Source: an optimization exercise on an open RTL-to-GDS flow (aim: small area and few clock cycles per item). Production flows keep margins and buffers that such runs may drop.
The RTL was checked by simulation tests, not by an equivalence proof against the original design.

### flow/run.sh
#!/bin/bash
# synth_recipe.tcl (not shown) runs the flow's synth.tcl, then flattens the netlist and writes it again
# the make line also repeats each setting of config.mk as NAME=value (left out here)
make -C /OpenROAD-flow-scripts/flow DESIGN_CONFIG=/design/flow/config.mk WORK_HOME=/design/flow/orfs CLKGATE_MAP_FILE= SYNTH_SCRIPT=/design/flow/synth_recipe.tcl finish
### flow/design.v
package pbte_pkg;
    localparam int COLOR_W         = 32;
    localparam int TILE_W          = 8;
    localparam int PIXELS_PER_TILE = 8;
    localparam int POS_W           = 3;
    localparam int STORED_W        = 5;
    localparam int APB_DATA_W      = 32;
    localparam int APB_ADDR_W      = 3;
    localparam logic REG_LEARN_COLORS = 1'b0;
    typedef struct packed {
        logic                palette_overflow;
        logic [STORED_W-1:0] colors_stored;
        logic                high_bit;
        logic                low_bit;
    } pal_status_t;
    typedef struct packed {
        logic                palette_overflow;
        logic [STORED_W-1:0] colors_stored;
        logic [TILE_W-1:0]   plane_high;
        logic [TILE_W-1:0]   plane_low;
    } tile_t;
    localparam int TILE_BITS = 1 + STORED_W + 2 * TILE_W;   
    localparam int TDATA_W   = ((TILE_BITS + 7) / 8) * 8;
endpackage
module pbte_palette #(
    parameter int PALETTE_DEPTH = 16
) (
    input  logic                         aclk,
    input  logic                         aresetn,
    input  logic                         step,
    input  logic                         learn,
    input  logic [pbte_pkg::COLOR_W-1:0] color,
    input  logic                         clear,
    output pbte_pkg::pal_status_t        status
);
    localparam int IDX_W = $clog2(PALETTE_DEPTH);
    localparam int CNT_W = $clog2(PALETTE_DEPTH + 1);
    logic [pbte_pkg::COLOR_W-1:0] palette_reg [PALETTE_DEPTH];
    logic [CNT_W-1:0]             count_reg;
    logic [CNT_W-1:0]             count_next;
    logic                         overflow_reg;
    logic                         overflow_next;
    logic [CNT_W-1:0]                      count_eff;
    logic                                  ovf_eff;
    logic                                  hit;
    logic [IDX_W-1:0]                      idx;
    logic                                  full;
    logic                                  store;
    logic                                  coded;
    logic [IDX_W-1:0]                      code;
    logic [CNT_W+pbte_pkg::STORED_W-1:0]   cnt_ext;
    always_comb begin
        count_eff = clear ? '0 : count_reg;
        ovf_eff   = clear ? 1'b0 : overflow_reg;
        hit = 1'b0;
        idx = '0;
        for (int i = PALETTE_DEPTH - 1; i >= 0; i--) begin
            if ((CNT_W'(i) < count_eff) && (palette_reg[i] == color)) begin
                hit = 1'b1;
                idx = IDX_W'(i);
            end
        end
        full          = (count_eff >= CNT_W'(PALETTE_DEPTH));
        store         = !hit && learn && !full;
        count_next    = store ? count_eff + CNT_W'(1) : count_eff;
        overflow_next = ovf_eff | (!hit && learn && full);
        code  = store ? count_eff[IDX_W-1:0] : idx;
        coded = hit || store;
        cnt_ext = {{pbte_pkg::STORED_W{1'b0}}, count_next};
        status.low_bit          = coded && ((code == IDX_W'(1)) || (code == IDX_W'(3)));
        status.high_bit         = coded && ((code == IDX_W'(2)) || (code == IDX_W'(3)));
        status.colors_stored    = cnt_ext[pbte_pkg::STORED_W-1:0];
        status.palette_overflow = overflow_next;
    end
    always_ff @(posedge aclk) begin
        if (!aresetn) begin
            count_reg    <= '0;
            overflow_reg <= 1'b0;
        end else if (step) begin
            count_reg    <= count_next;
            overflow_reg <= overflow_next;
        end
    end
    always_ff @(posedge aclk) begin
        if (step && store) begin
            palette_reg[count_eff[IDX_W-1:0]] <= color;
        end
    end
endmodule
module pbte_planes (
    input  logic                        aclk,
    input  logic                        aresetn,
    input  logic                        step,
    input  logic                        clear,
    input  pbte_pkg::pal_status_t       status,
    output logic                        emit,
    output logic [pbte_pkg::TILE_W-1:0] plane_low,
    output logic [pbte_pkg::TILE_W-1:0] plane_high
);
    logic [pbte_pkg::POS_W-1:0]  bit_pos_reg;
    logic [pbte_pkg::POS_W-1:0]  bit_pos_next;
    logic [pbte_pkg::TILE_W-1:0] low_reg;
    logic [pbte_pkg::TILE_W-1:0] low_next;
    logic [pbte_pkg::TILE_W-1:0] high_reg;
    logic [pbte_pkg::TILE_W-1:0] high_next;
    logic [pbte_pkg::POS_W-1:0]  pos_eff;
    logic [pbte_pkg::TILE_W-1:0] low_eff;
    logic [pbte_pkg::TILE_W-1:0] high_eff;
    always_comb begin
        pos_eff  = clear ? '0 : bit_pos_reg;
        low_eff  = clear ? '0 : low_reg;
        high_eff = clear ? '0 : high_reg;
        plane_low  = {low_eff[pbte_pkg::TILE_W-2:0], status.low_bit};
        plane_high = {high_eff[pbte_pkg::TILE_W-2:0], status.high_bit};
        emit       = (pos_eff == pbte_pkg::POS_W'(pbte_pkg::PIXELS_PER_TILE - 1));
        if (emit) begin
            bit_pos_next = '0;
            low_next     = '0;
            high_next    = '0;
        end else begin
            bit_pos_next = pos_eff + pbte_pkg::POS_W'(1);
            low_next     = plane_low;
            high_next    = plane_high;
        end
    end
    always_ff @(posedge aclk) begin
        if (!aresetn) begin
            bit_pos_reg <= '0;
            low_reg     <= '0;
            high_reg    <= '0;
        end else if (step) begin
            bit_pos_reg <= bit_pos_next;
            low_reg     <= low_next;
            high_reg    <= high_next;
        end
    end
endmodule
module palette_bitplane_tile_encoder #(
    parameter int PALETTE_DEPTH = 16
) (
    input  logic                            aclk,
    input  logic                            aresetn,
    input  logic                            s_tvalid,
    output logic                            s_tready,
    input  logic [pbte_pkg::COLOR_W-1:0]    s_tdata,   
    input  logic                            s_tuser,   
    output logic                            m_tvalid,
    input  logic                            m_tready,
    output logic [pbte_pkg::TDATA_W-1:0]    m_tdata,
    input  logic                            psel,
    input  logic                            penable,
    input  logic                            pwrite,
    input  logic [pbte_pkg::APB_ADDR_W-1:0] paddr,
    input  logic [pbte_pkg::APB_DATA_W-1:0] pwdata,
    output logic [pbte_pkg::APB_DATA_W-1:0] prdata,
    output logic                            pready
);
    logic                         learn_reg;
    logic                         in_valid_reg;
    logic                         in_valid_next;
    logic [pbte_pkg::COLOR_W-1:0] pix_reg;
    logic                         clr_reg;
    logic                         m_valid_reg;
    logic                         m_valid_next;
    pbte_pkg::tile_t              m_data_reg;
    pbte_pkg::pal_status_t        status;
    logic                         emit;
    logic [pbte_pkg::TILE_W-1:0]  plane_low;
    logic [pbte_pkg::TILE_W-1:0]  plane_high;
    logic                         fire;
    logic                         s_accept;
    logic                         out_load;
    assign pready = 1'b1;
    always_comb begin
        prdata = '0;
        if (paddr[2] == pbte_pkg::REG_LEARN_COLORS) begin
            prdata[0] = learn_reg;
        end
    end
    always_ff @(posedge aclk) begin
        if (!aresetn) begin
            learn_reg <= 1'b1;
        end else if (psel && penable && pwrite && pready
                     && (paddr[2] == pbte_pkg::REG_LEARN_COLORS)) begin
            learn_reg <= pwdata[0];
        end
    end
    assign fire     = in_valid_reg && (!emit || !m_valid_reg || m_tready);
    assign s_tready = !in_valid_reg || fire;
    assign s_accept = s_tvalid && s_tready;
    assign out_load = fire && emit;
    always_comb begin
        in_valid_next = in_valid_reg;
        if (s_accept) begin
            in_valid_next = 1'b1;
        end else if (fire) begin
            in_valid_next = 1'b0;
        end
        m_valid_next = m_valid_reg;
        if (out_load) begin
            m_valid_next = 1'b1;
        end else if (m_tready) begin
            m_valid_next = 1'b0;
        end
    end
    always_ff @(posedge aclk) begin
        if (!aresetn) begin
            in_valid_reg <= 1'b0;
            m_valid_reg  <= 1'b0;
        end else begin
            in_valid_reg <= in_valid_next;
            m_valid_reg  <= m_valid_next;
        end
    end
    always_ff @(posedge aclk) begin
        if (s_accept) begin
            pix_reg <= s_tdata;
            clr_reg <= s_tuser;
        end
        if (out_load) begin
            m_data_reg.plane_low        <= plane_low;
            m_data_reg.plane_high       <= plane_high;
            m_data_reg.colors_stored    <= status.colors_stored;
            m_data_reg.palette_overflow <= status.palette_overflow;
        end
    end
    pbte_palette #(
        .PALETTE_DEPTH (PALETTE_DEPTH)
    ) u_palette (
        .aclk    (aclk),
        .aresetn (aresetn),
        .step    (fire),
        .learn   (learn_reg),
        .color   (pix_reg),
        .clear   (clr_reg),
        .status  (status)
    );
    pbte_planes u_planes (
        .aclk       (aclk),
        .aresetn    (aresetn),
        .step       (fire),
        .clear      (clr_reg),
        .status     (status),
        .emit       (emit),
        .plane_low  (plane_low),
        .plane_high (plane_high)
    );
    assign m_tvalid = m_valid_reg;
    assign m_tdata  = {{(pbte_pkg::TDATA_W - pbte_pkg::TILE_BITS){1'b0}}, m_data_reg};
endmodule
### flow/config.mk
export PLATFORM = sky130hd
export DESIGN_NAME = palette_bitplane_tile_encoder
export DESIGN_NICKNAME = palette_bitplane_tile_encoder
export VERILOG_FILES = /design/flow/design.v
export SDC_FILE = /design/flow/constraint.sdc
export NUM_CORES = 4
export LEC_CHECK = 0
export CAP_MARGIN = 20
export CORE_MARGIN = 2
export CORE_UTILIZATION = 40
export SLEW_MARGIN = 20
### flow/constraint.sdc
create_clock -name core_clock -period 5.0 [get_ports {aclk}]
set_input_delay 1.0000 -clock core_clock [delete_from_list [all_inputs] [get_ports {aclk}]]
set_output_delay 1.0000 -clock core_clock [all_outputs]
set_load 0.01 [all_outputs]
==> flow_summary.toml <==
[placed_design]
pre_cts_ws_ns = 0.653
numPortBuffers = 66
place.gp.congestion = 0.818
place_area_um2 = 27200
dp.cells = 2519
dp_hpwl_um = 36000

[yosys]
avgSynthCellArea_um2 = 15.9
synth_cells = 1587
synth_seq_cells = 593
synth-async-reset-ratio_pct = 0
synth_edf_count = 567
synth_cell_type_count = 59
seq_area_frac_synth_pct = 69.5
synth_top_area_share_pct = 67.5
ys_warn_count = 3
synth_top_area_cell = "edfxtp_1"
syn_area_um2 = 25200
synth_ff_type = "edfxtp_1"
yosys-top-cells-area = "edfxtp_1 67%, xor2_1 14%, xnor2_1 3.9%"

[timing]
worst_pin_slew_ns = 1.03
layout_setup_ws_ns = 0.659
finalClockSkew_ns = 0.0248
setup_viol = 0
finalCritPeriodShare_pct = 86.8
period_minus_slack_ns = 4.34
relSlewSlack_pct = 29.9
timing.fmax_mhz = 230
hold_viol = 0
fin_setup_tns_ns = 0
holdWs_ns = 0.455
grt_setup_unrepaired = "no"
slew_violations = 0

[outcome]
status = "complete, no violations"

[cells_and_area]
area_delta_synth_final_pct = 15.0
largest_reg_flops = 512
post_route_cells_drive_above_1_share_pct = 11.6
instances_no_fill = 2628
multi_input_area_um2 = 6970
fin_util_pct = 46.2
num_antenna_cells = 0
mostFrequentLayoutCell = "edfxtp_1"
regArea_um2 = 17500
fin_area_um2 = 29000
final_cell_mix = "567 x edfxtp_1, 404 x xor2_1, 111 x xnor2_1, 102 x nor4_1, 93 x buf_4"
fin_nets = 1815
fill_cells = 5446

[floorplanning]
placementRows = 92
fp.dieW_um = 255
fp.coreArea_um2 = 62700
die_h_um = 255
start_util_pct = 40.2
ios = 134
die_area_um2 = 65100

[clocking]
post_cts_buffers = 0
clk_pin_slew_ns = 0.06
cts-root-buf = "clkbuf_16"
cts_resized = 0
cts.sinks = 593
cts_made_buffers = 59
cts_hold_buf = 0
cts_tree = "done"
clock_latency_ns = 0.62
cts_buffer_depth = 3
ctsHtreeMaxLevel = 2

[power]
p_per_area_nw_per_um2 = 365
max-vdd-ir-drop_v = 0.000274
fin_total_pwr_mw = 10.6
total_leakage_power_nw = 9.63

[global_route]
grt_max_degree = 34
grt_pass1_vias = 13300
grt_pass1_wl_um = 85300
overflow = 0
track_usage_pct = 17.9
antenna_found_initial = 0

[routing]
firstDrtPassIters = 5
via_count = 13200
drt_iter0_drc = 852
wl_per_cell_um = 21.9
vias_per_cell = 5.04
drt.antenna.violating_nets = 0
drc = 0
wirelength_um = 57500

[worst_setup_path]
critPathMaxFanout = 32
cp.buffers_inverters = 4
critPathRequiredTime_ns = 5.31
critPathKind = "flip-flop to flip-flop"
crit_arrival_ns = 4.65
cp-end-kind = "flip-flop"
cpPeakStageDelay_ns = 0.85
crit_family = "simple AND/OR/NAND/NOR gates"
crit_top_cell = "buf_4"
cp_cell_sequence = "buf_4, buf_4, xor2_1, or4_1, nor3_1, nor2_1, nand4_2, nor3_4, nand2_2, buf_4, nor4_2, buf_4"
critPathSlowestCell = "edfxtp_1"
start_kind = "flip-flop"

[min_path]
hp-class = "flip-flop to flip-flop"

[job]
cap_violations = 0
-- cells in the mapped netlist, types with 4 or more instances --
| cell type | n |
|---|---|
| nor4_1 | 108 |
| clkbuf_1 | 11 |
| a22oi_1 | 12 |
| buf_8 | 6 |
| buf_4 | 70 |
| buf_6 | 23 |
| nand4_1 | 39 |
| nor2b_1 | 22 |
| dfxtp_1 | 26 |
| nor3_1 | 28 |
| edfxtp_1 | 567 |
| nand2_1 | 21 |
| a21oi_1 | 10 |
| inv_1 | 11 |
| xor2_1 | 404 |
| a31oi_1 | 6 |
| nor2_1 | 22 |
| ha_1 | 6 |
| o21ai_0 | 4 |
| xnor2_1 | 111 |
| nand3_1 | 23 |
-- final cells by class --
| class | count | share of cell area [%] |
|---|---|---|
| Timing Repair Buffer | 170 | 5.44 |
| Multi-Input combinational cell | 898 | 24.0 |
| Inverter | 12 | 0.155 |
| Clock buffer | 83 | 5.68 |
| Sequential cell | 593 | 60.5 |
| Clock inverter | 26 | 0.574 |
| Tap cell | 846 | 3.65 |
-- kinds of logic (layout without fill, tap and decap cells) --
logic type / after synthesis / after routing / share of synthesized area [%]
flip-flops: 593 / 593 / 69.5
XOR/XNOR: 515 / 515 / 17.9
AND/OR/NAND/NOR: 282 / 282 / 6.49
buffers and inverters: 128 / 291 / 3.98
AO/OA/AOI/OAI: 58 / 58 / 1.69
adder cells (fa/ha/maj): 6 / 6 / 0.297
multiplexers: 3 / 3 / 0.124
other: 2 / 34 / 0.0298
-- report_power, final --
part | switching [mW] | total, mW | internal, mW
clock network | 1.81 | 4.20 | 2.38
registers | 0.0807 | 5.60 | 5.52
logic | 0.497 | 0.787 | 0.290
-- per-layer routing --
layer	track usage [%]	up-vias	share of wire, %
met4	6.43	0	3.2
met2	29.5	343	48
li1	-	6026	-
met3	3.01	111	4.6
met5	0	-	0
met1	24.1	6767	44
-- tightest hold or removal path, delay by kind of cell, from the launching register on --
kind / cells / cell delay, ns
flip-flops: 1 / 0.31
AND/OR/NAND/NOR: 1 / 0.05
AO/OA/AOI/OAI: 1 / 0.05
-- final timing paths --
| kind | from | end | slack (ns) | cells past startpoint |
|---|---|---|---|---|
| worst max-delay path | pix_reg[7]$_DFFE_PP_ | u_palette.palette_reg[15][5]$_DFFE_PP_ | 0.66 | 12 |
| worst min register to register | u_planes.bit_pos_reg[1]$_SDFFE_PN0P_ | u_planes.bit_pos_reg[1]$_SDFFE_PN0P_ | 0.46 | 2 |
| worst max register to register | pix_reg[7]$_DFFE_PP_ | u_palette.palette_reg[15][5]$_DFFE_PP_ | 0.66 | 12 |
| worst min-delay path | u_planes.bit_pos_reg[1]$_SDFFE_PN0P_ | u_planes.bit_pos_reg[1]$_SDFFE_PN0P_ | 0.46 | 2 |
Testbench counts, summed over its fixed seeds: cycles 32,784, pixels 32,768.

## afterwards: timing with drivers on the ports
Ports are ideal in the flow. The routed layout listed here was re-timed in OpenROAD.
Step 1, drivers: a clkbuf_16 drives aclk and a buf_2 each remaining input, both assumed.
Step 2 times the ports against the registers' clock, not the clock port: input delays grow and output delays shrink by t, the midpoint of the rising clock arrivals with the driver on.
a / b / c = ideal ports / drivers / drivers and shift; a / b = the first two.
t (ns): 0.668
setup WS [ns]: 0.659 / 0.659 / 0.659
hold WS [ns]: 0.455 / 0.455 / 0.455
worst setup path at the end: register to register
worst register clock-pin slew, ns: 0.06 / 0.06
After both steps setup and hold are still met in this run. The setup slack of this run moves by 0.000 ns with the drivers and by 0.000 ns with both steps.
